Context: an optimization exercise on an open-source flow, tuned for a short achievable clock period and few clock cycles. The choices shown serve that exercise and are no tape-out recipe. RTL that was checked went through simulation tests only; none was proved equivalent to the original. The clock port is modelled as an ideal driver, which makes a skipped or thinned clock tree look cheaper than it is; a real chip needs a root buffer or a tree. Power figures rest on the tool's default switching activity, not on a simulated workload.

Design arm_fire_controller_core, start of the top module:
module arm_fire_controller_core #(
    parameter int PHASE_BITS = afc_pkg::PHASE_BITS_DEF,
    parameter int LEVEL_BITS = afc_pkg::LEVEL_BITS_DEF
) (
    input  wire logic                            i_clk,
    input  wire logic                            i_rst_n,
    input  wire logic                            i_cfg_valid,
    output logic                                 o_cfg_ready,
    input  wire logic [afc_pkg::CFG_IDX_W-1:0]   i_cfg_index,
    input  wire logic [afc_pkg::CFG_DATA_W-1:0]  i_cfg_data,
    input  wire logic                            i_s_tvalid,
    output logic                                 o_s_tready,
    input  wire logic [afc_pkg::IN_DATA_W-1:0]   i_s_tdata,
    output logic                                 o_m_tvalid,
    input  wire logic                            i_m_tready,
    output logic [afc_pkg::OUT_DATA_W-1:0]       o_m_tdata,
    output logic                                 o_m_tlast
);
    localparam int FAW = 4;              
    localparam int FD  = 1 << FAW;       
    localparam int CAP = FD;             
    assign o_cfg_ready = 1'b1;
    logic        r_rst;                  
    logic        r_rdy;
    logic        r_in_v;
    logic [1:0]  r_in_d;
    logic        r_cfg_v;
    logic [2:0]  r_cfg_idx;
    logic [15:0] r_cfg_d;
    always_ff @(posedge i_clk) begin
        r_rst     <= !i_rst_n;
        r_in_v    <= i_s_tvalid && r_rdy && i_rst_n;
        r_in_d    <= i_s_tdata[1:0];
        r_cfg_v   <= i_cfg_valid && i_rst_n;
        r_cfg_idx <= i_cfg_index;
        r_cfg_d   <= i_cfg_data;
    end
    assign o_s_tready = r_rdy;
    logic [15:0] r_st_m1, r_fi_m1, r_deb;
    logic        r_st_z, r_fi_z, r_deb_max;
    logic [9:0]  r_bl_m1;
    logic        r_bl_z;
    logic [12:0] r_step;
    always_ff @(posedge i_clk) begin
        if (r_rst) begin
            r_st_m1   <= STARTUP_MS_RST - 16'd1;
            r_st_z    <= 1'b0;
            r_fi_m1   <= FIRING_MS_RST - 16'd1;
            r_fi_z    <= 1'b0;
            r_deb     <= DEBOUNCE_MS_RST;
            r_deb_max <= 1'b0;
            r_bl_m1   <= BLINK_MS_RST - 10'd1;
  ...
==> flow/config.mk <==
export PLATFORM = sky130hd
export DESIGN_NAME = arm_fire_controller_core
export DESIGN_NICKNAME = arm_fire_controller_core
export VERILOG_FILES = /design/flow/design.v
export SDC_FILE = /design/flow/constraint.sdc
export NUM_CORES = 4
export LEC_CHECK = 0
export CAP_MARGIN = 20
export CORE_MARGIN = 2
export CORE_UTILIZATION = 40
export SLEW_MARGIN = 20
==> flow/constraint.sdc <==
create_clock -name core_clock -period 15.0 [get_ports {i_clk}]
set_input_delay 3.0000 -clock core_clock [delete_from_list [all_inputs] [get_ports {i_clk}]]
set_output_delay 3.0000 -clock core_clock [all_outputs]
set_load 0.01 [all_outputs]
standard.sh (not shown) runs the stock make flow with config.mk's settings and CLKGATE_MAP_FILE= SYNTH_SCRIPT=/design/flow/synth_recipe.tcl, a recipe that flattens the netlist after the stock synthesis.
==> flow/flow/run.sh <==
#!/bin/bash
set -euo pipefail
MARGIN=${MARGIN:-11.1}
bash standard.sh SETUP_SLACK_MARGIN=$MARGIN finish > make_finish.log 2>&1
Change:
- CTS_CLUSTER_DIAMETER: default -> 80
- CTS_CLUSTER_SIZE: default -> 30
What happened: Core utilization drops by 1.3 points. Via count drops by 0.79%. Clock power drops by 38%. Fmax climbs by 0.33%. Global-route usage drops by 0.34 points. Total power drops by 19%. Area after synthesis does not change. Non-clock buffer count climbs by 8. Final cell count drops by 1.4%. Synthesized cell count stays the same. Wire length drops by 1.1%.
Function was not checked in any run of this note: the RTL went through the layout flow alone.

---

the reference run:
Another version of the RTL of arm_fire_controller_core (not shown whole).
Size in the first run: ~2700 cells after synthesis, about 52 I/O pins, ~32000 um^2 of cells after synthesis.
clock: 15.0 ns
lec_check: 0
abc_clock_period_in_ps: 2500
cap_margin: 20
core_margin: 2
core_utilization: 55
place_density: 0.72
slew_margin: 20
synth_hierarchical: 1
==> flow/flow/run.sh <==
#!/bin/bash
set -euo pipefail
HERE=$(pwd)
MARGIN=${MARGIN:-11.6}
export AFC_ROOT_CELL=sky130_fd_sc_hd__inv_16
export AFC_LEAF_CELL=sky130_fd_sc_hd__clkinv_16
export AFC_LEAF_SIZE=32
export AFC_ROOTS=4
bash standard.sh SETUP_SLACK_MARGIN=$MARGIN POST_CTS_TCL=$HERE/flow/cts_post.tcl \
  PRE_CTS_TCL=$HERE/flow/place_out.tcl finish > make_finish.log 2>&1
==> flow/flow/cts_post.tcl <==
set block [ord::get_db_block]
set db [ord::get_db]
set clk_port_net [$block findNet i_clk]
set root_cell [expr {[info exists ::env(AFC_ROOT_CELL)] ? $::env(AFC_ROOT_CELL) : "sky130_fd_sc_hd__clkbuf_16"}]
set leaf_cell [expr {[info exists ::env(AFC_LEAF_CELL)] ? $::env(AFC_LEAF_CELL) : "sky130_fd_sc_hd__clkbuf_16"}]
set root_master [$db findMaster $root_cell]
set leaf_master [$db findMaster $leaf_cell]
proc in_pin {inst} {
  foreach it [$inst getITerms] {
    if {[$it getIoType] eq "INPUT" && [[$it getMTerm] getSigType] eq "SIGNAL"} { return $it }
  }
}
proc out_pin {inst} {
  foreach it [$inst getITerms] {
    if {[$it getIoType] eq "OUTPUT"} { return $it }
  }
}
set leaf_size [expr {[info exists ::env(AFC_LEAF_SIZE)] ? $::env(AFC_LEAF_SIZE) : 24}]
set n_roots [expr {[info exists ::env(AFC_ROOTS)] ? $::env(AFC_ROOTS) : 4}]

# walk the old tree
set sinks {}
set old_insts {}
set old_nets {}
set todo [list $clk_port_net]
while {[llength $todo]} {
  set net [lindex $todo 0]
  set todo [lrange $todo 1 end]
  foreach it [$net getITerms] {
    if {![$it isInputSignal] && [$it getIoType] ne "INPUT"} { continue }
    set inst [$it getInst]
    set m [$inst getMaster]
    if {[$m isSequential]} {
      lappend sinks $it
    } else {
      lappend old_insts $inst
      foreach ot [$inst getITerms] {
        if {[$ot getIoType] eq "OUTPUT" && [$ot getNet] ne "NULL"} {
          lappend todo [$ot getNet]
          lappend old_nets [$ot getNet]
        }
      }
    }
  }
}
puts "afc_cts: [llength $sinks] sinks, removing [llength $old_insts] cells and [llength $old_nets] nets"
foreach it $sinks { $it disconnect }
foreach inst $old_insts { odb::dbInst_destroy $inst }
foreach net $old_nets { odb::dbNet_destroy $net }

# sink positions
set pts {}
foreach it $sinks {
  set bb [[$it getInst] getBBox]
  lappend pts [list [expr {([$bb xMin] + [$bb xMax]) / 2.0}] [expr {([$bb yMin] + [$bb yMax]) / 2.0}]]
}

# recursive bisection into n groups of (nearly) equal size, cutting the
# longer side of each group's bounding box
proc bisect {items n} {
  if {$n <= 1} { return [list $items] }
  set xs {}; set ys {}
  foreach it $items { lappend xs [lindex $it 1]; lappend ys [lindex $it 2] }
  set xs [lsort -real $xs]; set ys [lsort -real $ys]
  set axis [expr {([lindex $xs end] - [lindex $xs 0]) >= ([lindex $ys end] - [lindex $ys 0]) ? 1 : 2}]
  set sorted [lsort -real -index $axis $items]
  set n1 [expr {$n / 2}]
  set h [expr {int(round([llength $sorted] * double($n1) / $n))}]
  return [concat [bisect [lrange $sorted 0 [expr {$h - 1}]] $n1] \
                 [bisect [lrange $sorted $h end] [expr {$n - $n1}]]]
}
proc centre {items} {
  set sx 0.0; set sy 0.0
  foreach it $items { set sx [expr {$sx + [lindex $it 1]}]; set sy [expr {$sy + [lindex $it 2]}] }
  set n [llength $items]
  return [list [expr {$sx / $n}] [expr {$sy / $n}]]
}
set items {}
set i 0
foreach p $pts { lappend items [list $i [lindex $p 0] [lindex $p 1]]; incr i }
# leaves: a multiple of the root count, at most leaf_size sinks each; the
# first cuts of the bisection then give each root its own block of leaves
set per_root [expr {int(ceil([llength $sinks] / double($leaf_size * $n_roots)))}]
set n_leaf [expr {$per_root * $n_roots}]
set groups {}
foreach rg [bisect $items $n_roots] {
  set groups [concat $groups [bisect $rg $per_root]]
}
set leaf_of [lrepeat [llength $sinks] 0]
set leaf_c {}
set root_of {}
set l 0
foreach g $groups {
  foreach it $g { lset leaf_of [lindex $it 0] $l }
  lappend leaf_c [centre $g]
  lappend root_of [expr {$l / $per_root}]
  incr l
}
set root_c {}
for {set r 0} {$r < $n_roots} {incr r} {
  set sx 0.0; set sy 0.0; set n 0
  foreach c $leaf_c ro $root_of {
    if {$ro == $r} { set sx [expr {$sx + [lindex $c 0]}]; set sy [expr {$sy + [lindex $c 1]}]; incr n }
  }
  lappend root_c [list [expr {$sx / $n}] [expr {$sy / $n}]]
}

proc place_at {inst x y} {
  set m [$inst getMaster]
  set w [$m getWidth]; set h [$m getHeight]
  $inst setLocation [expr {int($x - $w / 2)}] [expr {int($y - $h / 2)}]
  $inst setPlacementStatus PLACED
}

set root_nets {}
for {set r 0} {$r < $n_roots} {incr r} {
  set inst [odb::dbInst_create $block $root_master "afc_clkroot_$r"]
  set net [odb::dbNet_create $block "afc_clknet_root_$r"]
  $net setSigType CLOCK
  [in_pin $inst] connect $clk_port_net
  [out_pin $inst] connect $net
  lassign [lindex $root_c $r] x y
  place_at $inst $x $y
  lappend root_nets $net
}
set leaf_nets {}
for {set l 0} {$l < $n_leaf} {incr l} {
  set inst [odb::dbInst_create $block $leaf_master "afc_clkleaf_$l"]
  set net [odb::dbNet_create $block "afc_clknet_leaf_$l"]
  $net setSigType CLOCK
  [in_pin $inst] connect [lindex $root_nets [lindex $root_of $l]]
  [out_pin $inst] connect $net
  lassign [lindex $leaf_c $l] x y
  place_at $inst $x $y
  lappend leaf_nets $net
}
foreach it $sinks a $leaf_of {
  $it connect [lindex $leaf_nets $a]
}
$clk_port_net setSigType CLOCK
puts "afc_cts: $n_roots root and $n_leaf leaf buffers"

detailed_placement
set_propagated_clock [all_clocks]
estimate_parasitics -placement
report_clock_latency
if {[llength [info procs repair_timing_helper]]} {
  repair_timing_helper
  detailed_placement
  check_placement -verbose
}
Other scripts of this flow, unchanged in this note and not shown: flow/flow/place_out.tcl
Testbench counts of the reference run, summed over its fixed seeds: cycles 41,111.
Edits applied to the flow inputs when going from the reference run to the trial run:
- PLACE_DENSITY: 0.72 -> 0.8
- CORE_UTILIZATION: 55 -> 65
==> flow/flow/run.sh <==
#!/bin/bash
set -euo pipefail
HERE=$(pwd)
MARGIN=${MARGIN:-11.4}
export AFC_ROOT_CELL=sky130_fd_sc_hd__inv_16
export AFC_LEAF_CELL=sky130_fd_sc_hd__inv_16
export AFC_LEAF_SIZE=24
export AFC_ROOTS=4
bash standard.sh SETUP_SLACK_MARGIN=$MARGIN POST_CTS_TCL=$HERE/flow/cts_post.tcl \
  PRE_CTS_TCL=$HERE/flow/place_out.tcl finish > make_finish.log 2>&1
## What came out
- What the reference run reported for die area has to be multiplied by 0.849 to get the figure for the trial run.
- Re global-route wire length before repair: the reference run was lower than the trial run.
- From the trial run to the reference run, final number of setup-violating endpoints did not move at all.
- A highest signal layer in the routed design of met4 is what the reference run shows, while met5 belongs to the trial run.
- Compared with the reference run, the trial run shows a count of standard-cell rows that is 8.0% lower.
- | clock tree skew after final layout | lower: the reference run |
- Diff the reference run -> the trial run: number of placed cells counting well taps went down 156; clock network latency to the later pin of the worst-skew pair went up 30 ps.
No run of this note takes its clock network from TritonCTS; it comes from the design's own scripts or RTL.

static timing again, ports no longer ideal:
How much do the figures lean on ideal ports? The routed layouts below were timed once more, with nothing changed but the port constraints.
Step 1, drivers: a clkbuf_16 drives i_clk and a buf_2 each remaining input, both assumed.
Step 2, shift: input delay + t, output delay - t, t = (earliest + latest rising clock arrival at the registers) / 2. This alone moves slack from input paths to output paths.
a / b / c = no drivers / after step 1 / after step 2; a / b = the first two.
| run | t, ns | setup WS [ns] | worst setup path after step 2 | worst register clock-pin slew, ns | pins driven straight from the clock port |
|---|---|---|---|---|---|
| the first run of note 1 | 0.705 | 10.838 / 10.775 / 10.629 | input to register | 0.07 / 0.07 | 1 |
| the second run of note 1 | 0.688 | 10.851 / 10.785 / 10.642 | input to register | 0.12 / 0.12 | 1 |
| the reference run | 0.408 | 11.376 / 11.142 / 11.220 | input to register | 0.09 / 0.09 | 4 |
| the trial run | 0.431 | 11.362 / 11.127 / 11.155 | input to register | 0.08 / 0.08 | 4 |
After both steps every run listed still meets setup and hold.
